What follows belongs to an exercise in optimizing a design on an open flow for small area; a production flow would make more cautious choices. Only simulation tests tie the RTL to the original design; equivalence was not proved. No activity file was given, so power comes from the tool's default toggle rates. No driver is modelled on the clock port, so clocking that relies on it looks cheaper here than on a real chip.

## run 1
==> flow/design.v <==
package pf_pkg;
    localparam int unsigned ADDR_W = 32;
    localparam int unsigned PAGE_OFFSET_W = 12;
    localparam int unsigned LINE_OFFSET_W = 6;
    localparam int unsigned TAG_W = ADDR_W - PAGE_OFFSET_W;
    localparam int unsigned COUNT_W = 8;
    localparam int unsigned NBLOCKS_RESET = 8;
    typedef logic signed [PAGE_OFFSET_W:0] stride_t;
    typedef enum logic [1:0] {
        TS_INIT,
        TS_STRIDE,
        TS_HIT1,
        TS_HIT2
    } train_state_e;
endpackage
`timescale 1ns/1ps
module stride_prefetcher #(
    parameter int unsigned TABLE_ENTRIES = 8,
    parameter int unsigned FIFO_DEPTH    = 8,
    parameter int unsigned MAX_CREDITS   = 2
) (
    input  logic                       clk_i,
    input  logic                       rst_ni,
    input  logic                       snoop_valid_i,
    input  logic [pf_pkg::ADDR_W-1:0]  snoop_addr_i,
    input  logic                       cfg_valid_i,
    input  logic [pf_pkg::COUNT_W-1:0] cfg_nblocks_i,
    output logic                       req_valid_o,
    output logic [pf_pkg::ADDR_W-1:0]  req_addr_o,
    input  logic                       credit_i
);
    localparam int unsigned NE    = TABLE_ENTRIES;
    localparam int unsigned IDX_W = (NE > 1) ? $clog2(NE) : 1;
    localparam int unsigned VC_W  = $clog2(NE + 1);
    localparam int unsigned ND    = FIFO_DEPTH;
    localparam int unsigned PTR_W = (ND > 1) ? $clog2(ND) : 1;
    localparam int unsigned CNT_W = $clog2(ND + 1);
    localparam int unsigned CRED_W = $clog2(MAX_CREDITS + 1);
    localparam int unsigned TAG_W = pf_pkg::TAG_W;
    localparam int unsigned OFF_W = pf_pkg::PAGE_OFFSET_W;
    localparam int unsigned BASE_W = pf_pkg::ADDR_W - pf_pkg::LINE_OFFSET_W;
    localparam int unsigned NB_W  = pf_pkg::COUNT_W;
    logic [NB_W-1:0] nblocks_q;
    always_ff @(posedge clk_i or negedge rst_ni) begin
        if (!rst_ni) begin
            nblocks_q <= NB_W'(pf_pkg::NBLOCKS_RESET);
        end else if (cfg_valid_i) begin
            nblocks_q <= cfg_nblocks_i;
        end
    end
    logic [VC_W-1:0]  vcnt_q;
    logic [TAG_W-1:0] tag_q [NE];
    logic [OFF_W-1:0] idx_q [NE];
    logic [OFF_W:0]   str_q [NE];
    logic [1:0]       st_q  [NE];
    logic             mru_q [NE][NE];
    logic [TAG_W-1:0] snoop_tag;
    logic [OFF_W-1:0] snoop_idx;
    logic [NE-1:0]    hit_vec;
    logic [NE-1:0]    lru_vec;
    logic [NE-1:0]    free_vec;
    logic [NE-1:0]    sel_vec;
    logic             hit;
    logic             free_found;
    logic [OFF_W-1:0] h_idx;
    logic [OFF_W:0]   h_str;
    logic [1:0]       h_st;
    logic [OFF_W:0]   new_stride;
    logic             stride_match;
    logic [1:0]       new_state;
    logic             emit;
    logic [pf_pkg::ADDR_W-1:0] target_addr;
    assign snoop_tag  = snoop_addr_i[pf_pkg::ADDR_W-1:OFF_W];
    assign snoop_idx  = snoop_addr_i[OFF_W-1:0];
    assign free_found = (vcnt_q != VC_W'(NE));
    always_comb begin
        for (int i = 0; i < NE; i++) begin
            hit_vec[i]  = (VC_W'(i) < vcnt_q) && (tag_q[i] == snoop_tag);
            free_vec[i] = (vcnt_q == VC_W'(i));
            lru_vec[i]  = 1'b1;
            for (int j = 0; j < NE; j++) begin
                if (j < i) lru_vec[i] = lru_vec[i] & mru_q[j][i];
                if (j > i) lru_vec[i] = lru_vec[i] & !mru_q[i][j];
            end
        end
    end
    assign hit     = |hit_vec;
    assign sel_vec = hit ? hit_vec : (free_found ? free_vec : lru_vec);
    always_comb begin
        h_idx = '0;
        h_str = '0;
        h_st  = '0;
        for (int i = 0; i < NE; i++) begin
            h_idx = h_idx | (idx_q[i] & {OFF_W{hit_vec[i]}});
            h_str = h_str | (str_q[i] & {(OFF_W+1){hit_vec[i]}});
            h_st  = h_st  | (st_q[i]  & {2{hit_vec[i]}});
        end
    end
    assign new_stride   = {1'b0, snoop_idx} - {1'b0, h_idx};
    assign stride_match = (new_stride == h_str) && (snoop_idx != h_idx);
    always_comb begin
        if (!hit) begin
            new_state = 2'd0;
        end else if (h_st == 2'd0 || !stride_match) begin
            new_state = 2'd1;
        end else begin
            new_state = h_st + 2'd1;
        end
    end
    assign emit = snoop_valid_i && hit && (h_st == 2'd3) && stride_match;
    assign target_addr = snoop_addr_i
                       + {{(pf_pkg::ADDR_W - OFF_W - 1){new_stride[OFF_W]}}, new_stride};
    always_ff @(posedge clk_i or negedge rst_ni) begin
        if (!rst_ni) begin
            vcnt_q <= '0;
        end else if (snoop_valid_i && !hit && free_found) begin
            vcnt_q <= vcnt_q + 1'b1;
        end
    end
    always_ff @(posedge clk_i) begin
        for (int i = 0; i < NE; i++) begin
            if (snoop_valid_i && sel_vec[i]) begin
                tag_q[i] <= snoop_tag;
                idx_q[i] <= snoop_idx;
                str_q[i] <= new_stride;
                st_q[i]  <= new_state;
            end
            for (int j = i + 1; j < NE; j++) begin
                if (snoop_valid_i && (sel_vec[i] || sel_vec[j])) begin
                    mru_q[i][j] <= sel_vec[i];
                end
            end
        end
    end
    logic [BASE_W-1:0] fb_q [ND];
    logic [OFF_W:0]    fs_q [ND];
    logic [NB_W-1:0]   fn_q [ND];
    logic [PTR_W-1:0]  wptr_q;
    logic [PTR_W-1:0]  rptr_q;
    logic [PTR_W-1:0]  rptr_next;
    logic [CNT_W-1:0]  cnt_q;
    logic              pend_q;
    logic              full;
    logic              pop;
    logic              rd_adv;
    assign full      = (cnt_q == CNT_W'(ND));
    assign rd_adv    = pop || (pend_q && full);
    assign rptr_next = rd_adv ? rptr_q + 1'b1 : rptr_q;
    always_ff @(posedge clk_i or negedge rst_ni) begin
        if (!rst_ni) begin
            wptr_q <= '0;
            rptr_q <= '0;
            cnt_q  <= '0;
            pend_q <= 1'b0;
        end else begin
            pend_q <= emit;
            if (emit) begin
                wptr_q <= wptr_q + 1'b1;
            end
            rptr_q <= rptr_next;
            if (pend_q && !rd_adv) begin
                cnt_q <= cnt_q + 1'b1;
            end else if (rd_adv && !pend_q) begin
                cnt_q <= cnt_q - 1'b1;
            end
        end
    end
    always_ff @(posedge clk_i) begin
        for (int i = 0; i < ND; i++) begin
            if (emit && (wptr_q == PTR_W'(i))) begin
                fb_q[i] <= target_addr[pf_pkg::ADDR_W-1:pf_pkg::LINE_OFFSET_W];
                fs_q[i] <= new_stride;
                fn_q[i] <= nblocks_q;
            end
        end
    end
    logic              busy_q;
    logic              oop_q;
    logic [pf_pkg::ADDR_W-1:0] addr_q;
    logic [OFF_W:0]    stride_q;
    logic [NB_W-1:0]   remain_q;
    logic [CRED_W-1:0] credits_q;
    logic              busy_next;
    logic              last_req;
    logic [OFF_W+1:0]  step;
    assign pop         = !busy_q && (cnt_q != '0);
    assign req_valid_o = busy_q && !oop_q && (credits_q != '0);
    assign req_addr_o  = {addr_q[pf_pkg::ADDR_W-1:pf_pkg::LINE_OFFSET_W], {pf_pkg::LINE_OFFSET_W{1'b0}}};
    assign last_req    = req_valid_o && (remain_q == NB_W'(1));
    assign busy_next   = pop ? (remain_q != '0) : (busy_q && !oop_q && !last_req);
    assign step = {2'b00, addr_q[OFF_W-1:0]} + {stride_q[OFF_W], stride_q};
    always_ff @(posedge clk_i or negedge rst_ni) begin
        if (!rst_ni) begin
            busy_q    <= 1'b0;
            credits_q <= CRED_W'(MAX_CREDITS);
        end else begin
            busy_q    <= busy_next;
            credits_q <= credits_q - CRED_W'(req_valid_o) + CRED_W'(credit_i);
        end
    end
    always_ff @(posedge clk_i) begin
        if (!busy_next) begin
            addr_q   <= {fb_q[rptr_next], {pf_pkg::LINE_OFFSET_W{1'b0}}};
            stride_q <= fs_q[rptr_next];
            remain_q <= fn_q[rptr_next];
            oop_q    <= 1'b0;
        end else if (req_valid_o) begin
            addr_q[OFF_W-1:0] <= step[OFF_W-1:0];
            remain_q          <= remain_q - 1'b1;
            oop_q             <= |step[OFF_W+1:OFF_W];
        end
    end
endmodule
==> flow/config.mk <==
export PLATFORM = sky130hd
export DESIGN_NAME = stride_prefetcher
export DESIGN_NICKNAME = stride_prefetcher
export VERILOG_FILES = /design/flow/design.v
export SDC_FILE = /design/flow/constraint.sdc
export NUM_CORES = 4
export LEC_CHECK = 0
export CAP_MARGIN = 20
export CORE_MARGIN = 2
export CORE_UTILIZATION = 40
export CTS_CLUSTER_DIAMETER = 100
export CTS_CLUSTER_SIZE = 30
export SLEW_MARGIN = 20
==> flow/constraint.sdc <==
create_clock -name core_clock -period 10.0 [get_ports {clk_i}]
set_input_delay 2.0000 -clock core_clock [delete_from_list [all_inputs] [get_ports {clk_i}]]
set_output_delay 2.0000 -clock core_clock [all_outputs]
set_load 0.01 [all_outputs]
run.sh (not shown) runs the stock make flow with config.mk's settings and CLKGATE_MAP_FILE= SYNTH_SCRIPT=/design/flow/synth_recipe.tcl, a recipe that flattens the netlist after the stock synthesis.
--- input diff run 1..run 2 ---
Settings: clearing CTS_CLUSTER_DIAMETER, which used to be 100; clearing CTS_CLUSTER_SIZE, which used to be 30.
==> comparison <==
Number of fillers in the final layout: run 1 and run 2 compared, higher one is run 1
Run 1 and run 2 ended up with roughly the same clock tree buffer depth.
Run 2 against run 1; number of global-route vias before repair is up by a few percent.
Run 2 against run 1: setup slack barely changed, final cell count without fillers went up by 104, share of power burned in registers shows a reduction of 10 points.
The number of clock buffers in the layout in run 2 is 2.4 times that in run 1.
Diff run 1 -> run 2 | routed wire length | increase of about 1.9%
Setup changes, run 2 to run 3
Settings: CTS_CLUSTER_SIZE: unset -> 36; CTS_CLUSTER_DIAMETER: unset -> 70.
### Flow results
- The final layout from run 3, which completed every stage, passed the timing, design-rule and antenna checks at the end of the flow.
- Lower cell area was reported by run 3, not run 2.
- Run comparison: run 3 destination of the critical timing path fb_q[3][25]$_DFFE_PP_; run 2 destination of the critical timing path fb_q[4][25]$_DFFE_PP_
- Clock-pin slew on the worst setup and hold paths, run 2 and run 3: higher on run 3
- Run 3 vs run 2 — post-route minimum period dropped 0.031 ns.
- Compared run 3 against run 2; distinct cell type count of the synthesized netlist within noise.
- From run 2 to run 3 the numbers moved as follows: wire length of the first global-routing pass lower; wire length on met2 higher; post-layout worst setup margin higher; via count lower.
- Run 3: sequential fraction of design power 5.6 points above run 2

---

stride_prefetcher, a different RTL version from the one above (not shown whole).
Size: ~2300 cells after synthesis, roughly 78 I/O pins.
Settings: LEC_CHECK=0, CAP_MARGIN=20, CORE_MARGIN=2, CORE_UTILIZATION=40, CTS_CLUSTER_DIAMETER=80, CTS_CLUSTER_SIZE=24, SLEW_MARGIN=20; clock period 10.0 ns.
The first run ran to the end with no violations.
Then changed:
==> flow/flow/run.sh (new file) <==
#!/bin/bash
# Standard layout, with the port buffers made from the smallest buffer cell.
set -euo pipefail
export BUFFER_PORTS_ARGS="-buffer_cell sky130_fd_sc_hd__buf_1"
bash standard.sh > standard.log 2>&1
==> flow/standard.sh (new file) <==
#!/bin/bash
# synth_recipe.tcl (not shown) runs the flow's synth.tcl, then flattens the netlist and writes it again
# the make line also repeats each setting of config.mk as NAME=value (left out here)
make -C /OpenROAD-flow-scripts/flow DESIGN_CONFIG=/design/flow/config.mk WORK_HOME=/design/flow/orfs CLKGATE_MAP_FILE= SYNTH_SCRIPT=/design/flow/synth_recipe.tcl "${@:-finish}"
CORE_UTILIZATION = 60   (was 40)
CTS_CLUSTER_DIAMETER = 100   (was 80)
CTS_CLUSTER_SIZE = 30   (was 24)
removed: flow/run.sh
=> Wire length goes down by 5.9%. Clock power goes down by 14%. First-iteration DRC count goes down by 15%. Utilization goes up by 20 points. Synthesized area stays the same. Clock-buffer cell count goes down by 10. Cell count goes down by 12%. Via count goes down by 2.0%. Sequential power is about the same. Cell area goes down by 3.6%.
Then changed:
==> flow/flow/run.sh (replaced) <==
#!/bin/bash
# Standard layout, with the port buffers made from the smallest buffer cell and a clock
# tree built without dummy loads.
set -euo pipefail
export BUFFER_PORTS_ARGS="-buffer_cell sky130_fd_sc_hd__buf_1"
export CTS_ARGS="-sink_clustering_enable -repair_clock_nets -sink_clustering_size 30 -sink_clustering_max_diameter 100 -dont_use_dummy_load"
bash standard.sh > standard.log 2>&1
CORE_UTILIZATION = 40   (was 60)
What happened: The changed run completed with no timing, DRC or antenna violations. Wire length is higher by about 4.4%. Count of clock-buffer cells in the layout is lower by 15. Maximum frequency is lower by about 1.6%. Power is lower by about 2%.
Then changed:
==> flow/flow/run.sh (replaced) <==
#!/bin/bash
# Standard layout, with the port buffers made from the smallest buffer cell, the synthesis
# buffers removed at floorplan (placement is not timing driven) and a clock tree built
# without dummy loads.
set -euo pipefail
export BUFFER_PORTS_ARGS="-buffer_cell sky130_fd_sc_hd__buf_1"
export REMOVE_ABC_BUFFERS=1
export CTS_ARGS="-sink_clustering_enable -repair_clock_nets -sink_clustering_size 30 -sink_clustering_max_diameter 90 -dont_use_dummy_load"
bash standard.sh > standard.log 2>&1
CORE_UTILIZATION = 65   (was 40)
CTS_CLUSTER_DIAMETER = 90   (was 100)
GPL_TIMING_DRIVEN = 0   (was not set)
The new run finished clean.
Synthesized cell count is unchanged.
Utilization went up by 26 points.
Register-to-register slack degrades by 0.27 ns.
Hold slack degrades by 0.0038 ns.
Cell count went down by about a fifth.
Then changed:
CORE_UTILIZATION = 40   (was 65)
Cell count went up by about a fifth. Total power barely changes. Routed wire length rose by a few percent. Sequential share of layout area went down by 1.2 points. Die area grows by well over a third. Cell area climbs slightly. Register-to-register slack got worse by 0.22 ns. Clock skew stays flat. Non-clock buffer count grows by 3. Clock power barely changes. Fmax stays flat.

---

stride_prefetcher, a different RTL version from the one above (not shown whole).
Size: roughly 78 I/O pins, about 34000 sq um of cells after synthesis.
## stride_prefetcher
module stride_prefetcher #(
    parameter int unsigned TABLE_ENTRIES = 8,
    parameter int unsigned FIFO_DEPTH    = 8,
    parameter int unsigned MAX_CREDITS   = 2
) (
    input  logic                       clk_i,
    input  logic                       rst_ni,
    input  logic                       snoop_valid_i,
    input  logic [pf_pkg::ADDR_W-1:0]  snoop_addr_i,
    input  logic                       cfg_valid_i,
    input  logic [pf_pkg::COUNT_W-1:0] cfg_nblocks_i,
    output logic                       req_valid_o,
    output logic [pf_pkg::ADDR_W-1:0]  req_addr_o,
    input  logic                       credit_i
);
    localparam int unsigned NE    = TABLE_ENTRIES;
    localparam int unsigned IDX_W = (NE > 1) ? $clog2(NE) : 1;
    localparam int unsigned VC_W  = $clog2(NE + 1);
    localparam int unsigned ND    = FIFO_DEPTH;
    localparam int unsigned PTR_W = (ND > 1) ? $clog2(ND) : 1;
    localparam int unsigned CNT_W = $clog2(ND + 1);
    localparam int unsigned CRED_W = $clog2(MAX_CREDITS + 1);
    localparam int unsigned TAG_W = pf_pkg::TAG_W;
    localparam int unsigned OFF_W = pf_pkg::PAGE_OFFSET_W;
    localparam int unsigned BASE_W = pf_pkg::ADDR_W - pf_pkg::LINE_OFFSET_W;
    localparam int unsigned NB_W  = pf_pkg::COUNT_W;
    logic [NB_W-1:0] nblocks_q;
    always_ff @(posedge clk_i or negedge rst_ni) begin
        if (!rst_ni) begin
            nblocks_q <= NB_W'(pf_pkg::NBLOCKS_RESET);
        end else if (cfg_valid_i) begin
            nblocks_q <= cfg_nblocks_i;
        end
    end
    logic [VC_W-1:0]  vcnt_q;
    logic [TAG_W-1:0] tag_q [NE];
    logic [OFF_W-1:0] idx_q [NE];
    logic [OFF_W-1:0] str_q [NE];
    logic [1:0]       st_q  [NE];
    logic             mru_q [NE][NE];
    logic [TAG_W-1:0] snoop_tag;
    logic [OFF_W-1:0] snoop_idx;
    logic [NE-1:0]    hit_vec;
    logic [NE-1:0]    lru_vec;
    logic [NE-1:0]    free_vec;
    logic [NE-1:0]    sel_vec;
    logic             hit;
    logic             free_found;
    logic [OFF_W-1:0] h_idx;
    logic [OFF_W-1:0] h_str;
    logic [1:0]       h_st;
    logic [OFF_W:0]   new_stride;
    logic             stride_match;
    logic [1:0]       new_state;
    logic             emit;
    logic [pf_pkg::ADDR_W-1:0] target_addr;
  ...
==> flow/config.mk <==
export PLATFORM = sky130hd
export DESIGN_NAME = stride_prefetcher
export DESIGN_NICKNAME = stride_prefetcher
export VERILOG_FILES = /design/flow/design.v
export SDC_FILE = /design/flow/constraint.sdc
export NUM_CORES = 4
export LEC_CHECK = 0
export CAP_MARGIN = 20
export CORE_MARGIN = 2
export CORE_UTILIZATION = 70
export CTS_CLUSTER_DIAMETER = 90
export CTS_CLUSTER_SIZE = 30
export GPL_TIMING_DRIVEN = 0
export SLEW_MARGIN = 20
==> flow/constraint.sdc <==
create_clock -name core_clock -period 10.0 [get_ports {clk_i}]
set_input_delay 2.0000 -clock core_clock [delete_from_list [all_inputs] [get_ports {clk_i}]]
set_output_delay 2.0000 -clock core_clock [all_outputs]
set_load 0.01 [all_outputs]
standard.sh (not shown) runs the stock make flow with config.mk's settings and CLKGATE_MAP_FILE= SYNTH_SCRIPT=/design/flow/synth_recipe.tcl, a recipe that flattens the netlist after the stock synthesis.
==> flow/flow/run.sh <==
#!/bin/bash
# Standard layout, with the port buffers made from the smallest buffer cell, the synthesis
# buffers removed at floorplan (placement is not timing driven) and a clock tree built
# without dummy loads.
set -euo pipefail
export BUFFER_PORTS_ARGS="-buffer_cell sky130_fd_sc_hd__buf_1"
export REMOVE_ABC_BUFFERS=1
export CTS_ARGS="-sink_clustering_enable -repair_clock_nets -sink_clustering_size 30 -sink_clustering_max_diameter 90 -dont_use_dummy_load"
bash standard.sh > standard.log 2>&1
Change:
CORE_UTILIZATION = 65   (was 70)
- design area is about the same
- synthesized area stays the same
- critical path depth stays the same
- clock skew went up by 0.011 ns
- clock power stays flat
- wire length rose by about 0.56%
- die area came out higher by 7.6%
- setup slack improves by 0.071 ns
- synthesized cell count stays the same
Change:
--- a/flow/flow/run.sh
+++ b/flow/flow/run.sh
@@ -7,3 +7,3 @@
 export REMOVE_ABC_BUFFERS=1
-export CTS_ARGS="-sink_clustering_enable -repair_clock_nets -sink_clustering_size 30 -sink_clustering_max_diameter 90 -dont_use_dummy_load"
+export CTS_ARGS="-sink_clustering_enable -repair_clock_nets -sink_clustering_size 30 -sink_clustering_max_diameter 100 -dont_use_dummy_load"
 bash standard.sh > standard.log 2>&1
CORE_UTILIZATION = 70   (was 65)
CTS_CLUSTER_DIAMETER = 100   (was 90)
=> Via count came out higher by 0.38%. Global-route usage came out higher by 1.6 points. Utilization came out higher by 6.0 points. Total power came out lower by 0.86%. Sequential share of layout area came out higher by 0.21 points. Wire length came out lower by 1.3%. Fmax came out lower by 1.0%. Sequential power barely changes. First-iteration DRC count came out higher by 19%.
Change:
--- a/flow/flow/run.sh
+++ b/flow/flow/run.sh
@@ -7,3 +7,3 @@
 export REMOVE_ABC_BUFFERS=1
-export CTS_ARGS="-sink_clustering_enable -repair_clock_nets -sink_clustering_size 30 -sink_clustering_max_diameter 100 -dont_use_dummy_load"
+export CTS_ARGS="-sink_clustering_enable -repair_clock_nets -sink_clustering_size 28 -sink_clustering_max_diameter 90 -dont_use_dummy_load"
 bash standard.sh > standard.log 2>&1
CORE_UTILIZATION = 65   (was 70)
CTS_CLUSTER_DIAMETER = 90   (was 100)
CTS_CLUSTER_SIZE = 28   (was 30)
What happened: The new run went through all stages and came out clean; utilization shrinks by 6.0 points; total power grows by 1.4%; combinational power hardly moves; worst hold slack improved by 0.0041 ns; clock power grows by about 6%; first-iteration DRC count shrinks by 15%; wire length grows by 1.8%; non-clock buffer count shrinks by 4; final area grows by 0.34%.

==> port drivers added, routing unchanged <==
How much do the figures lean on ideal ports? The routed layouts below were timed once more, with nothing changed but the port constraints. Step 1 (the two cells are an assumption about what drives the block):
set clk [get_ports {clk_i}]
set_driving_cell -lib_cell sky130_fd_sc_hd__clkbuf_16 $clk
set_driving_cell -lib_cell sky130_fd_sc_hd__buf_2 [delete_from_list [all_inputs] $clk]
Step 2 times the ports against the registers' clock, not the clock port: input delays grow and output delays shrink by t, the midpoint of the rising clock arrivals with the driver on. Three values: no drivers, after step 1, after step 2; two values: the first two.
run | t (ns) | setup WS [ns] | hold WS [ns] | worst setup path at the end | latest minus earliest clock arrival (ns)
run 1 | 0.649 | 1.086 / 1.118 / 0.469 | 0.466 / 0.466 / 0.466 | input to register | 0.041 / 0.041
run 2 | 0.700 | 1.088 / 1.129 / 0.429 | 0.458 / 0.458 / 0.458 | input to register | 0.028 / 0.028
run 3 | 0.685 | 1.119 / 1.158 / 0.473 | 0.464 / 0.464 / 0.464 | input to register | 0.056 / 0.056
the first run of note 2 | 0.677 | 1.622 / 1.663 / 0.986 | 0.465 / 0.465 / 0.465 | input to register | 0.054 / 0.055
the second run of note 2 | 0.649 | 2.012 / 2.046 / 1.397 | 0.475 / 0.475 / 0.475 | input to register | 0.032 / 0.032
the third run of note 2 | 0.645 | 1.886 / 1.919 / 1.274 | 0.479 / 0.479 / 0.479 | input to register | 0.047 / 0.047
the fourth run of note 2 | 0.641 | 1.646 / 1.686 / 1.045 | 0.475 / 0.475 / 0.475 | input to register | 0.052 / 0.052
the fifth run of note 2 | 0.645 | 1.622 / 1.664 / 1.019 | 0.474 / 0.474 / 0.474 | input to register | 0.050 / 0.050
the first run of note 3 | 0.621 | 0.319 / 0.359 / -0.262 | 0.470 / 0.470 / 0.470 | input to register | 0.083 / 0.083
the second run of note 3 | 0.609 | 0.390 / 0.429 / -0.180 | 0.485 / 0.485 / 0.485 | input to register | 0.094 / 0.094
the third run of note 3 | 0.639 | 0.291 / 0.328 / -0.311 | 0.471 / 0.471 / 0.471 | input to register | 0.050 / 0.049
the fourth run of note 3 | 0.636 | 0.405 / 0.448 / -0.188 | 0.475 / 0.475 / 0.475 | input to register | 0.048 / 0.048
With both steps, setup timing fails in the first run of note 3, the second run of note 3, the third run of note 3 and the fourth run of note 3, where it was met with ideal ports. The setup slack of run 2, which loses most, moves by +0.041 ns with the drivers and by -0.659 ns with both steps.
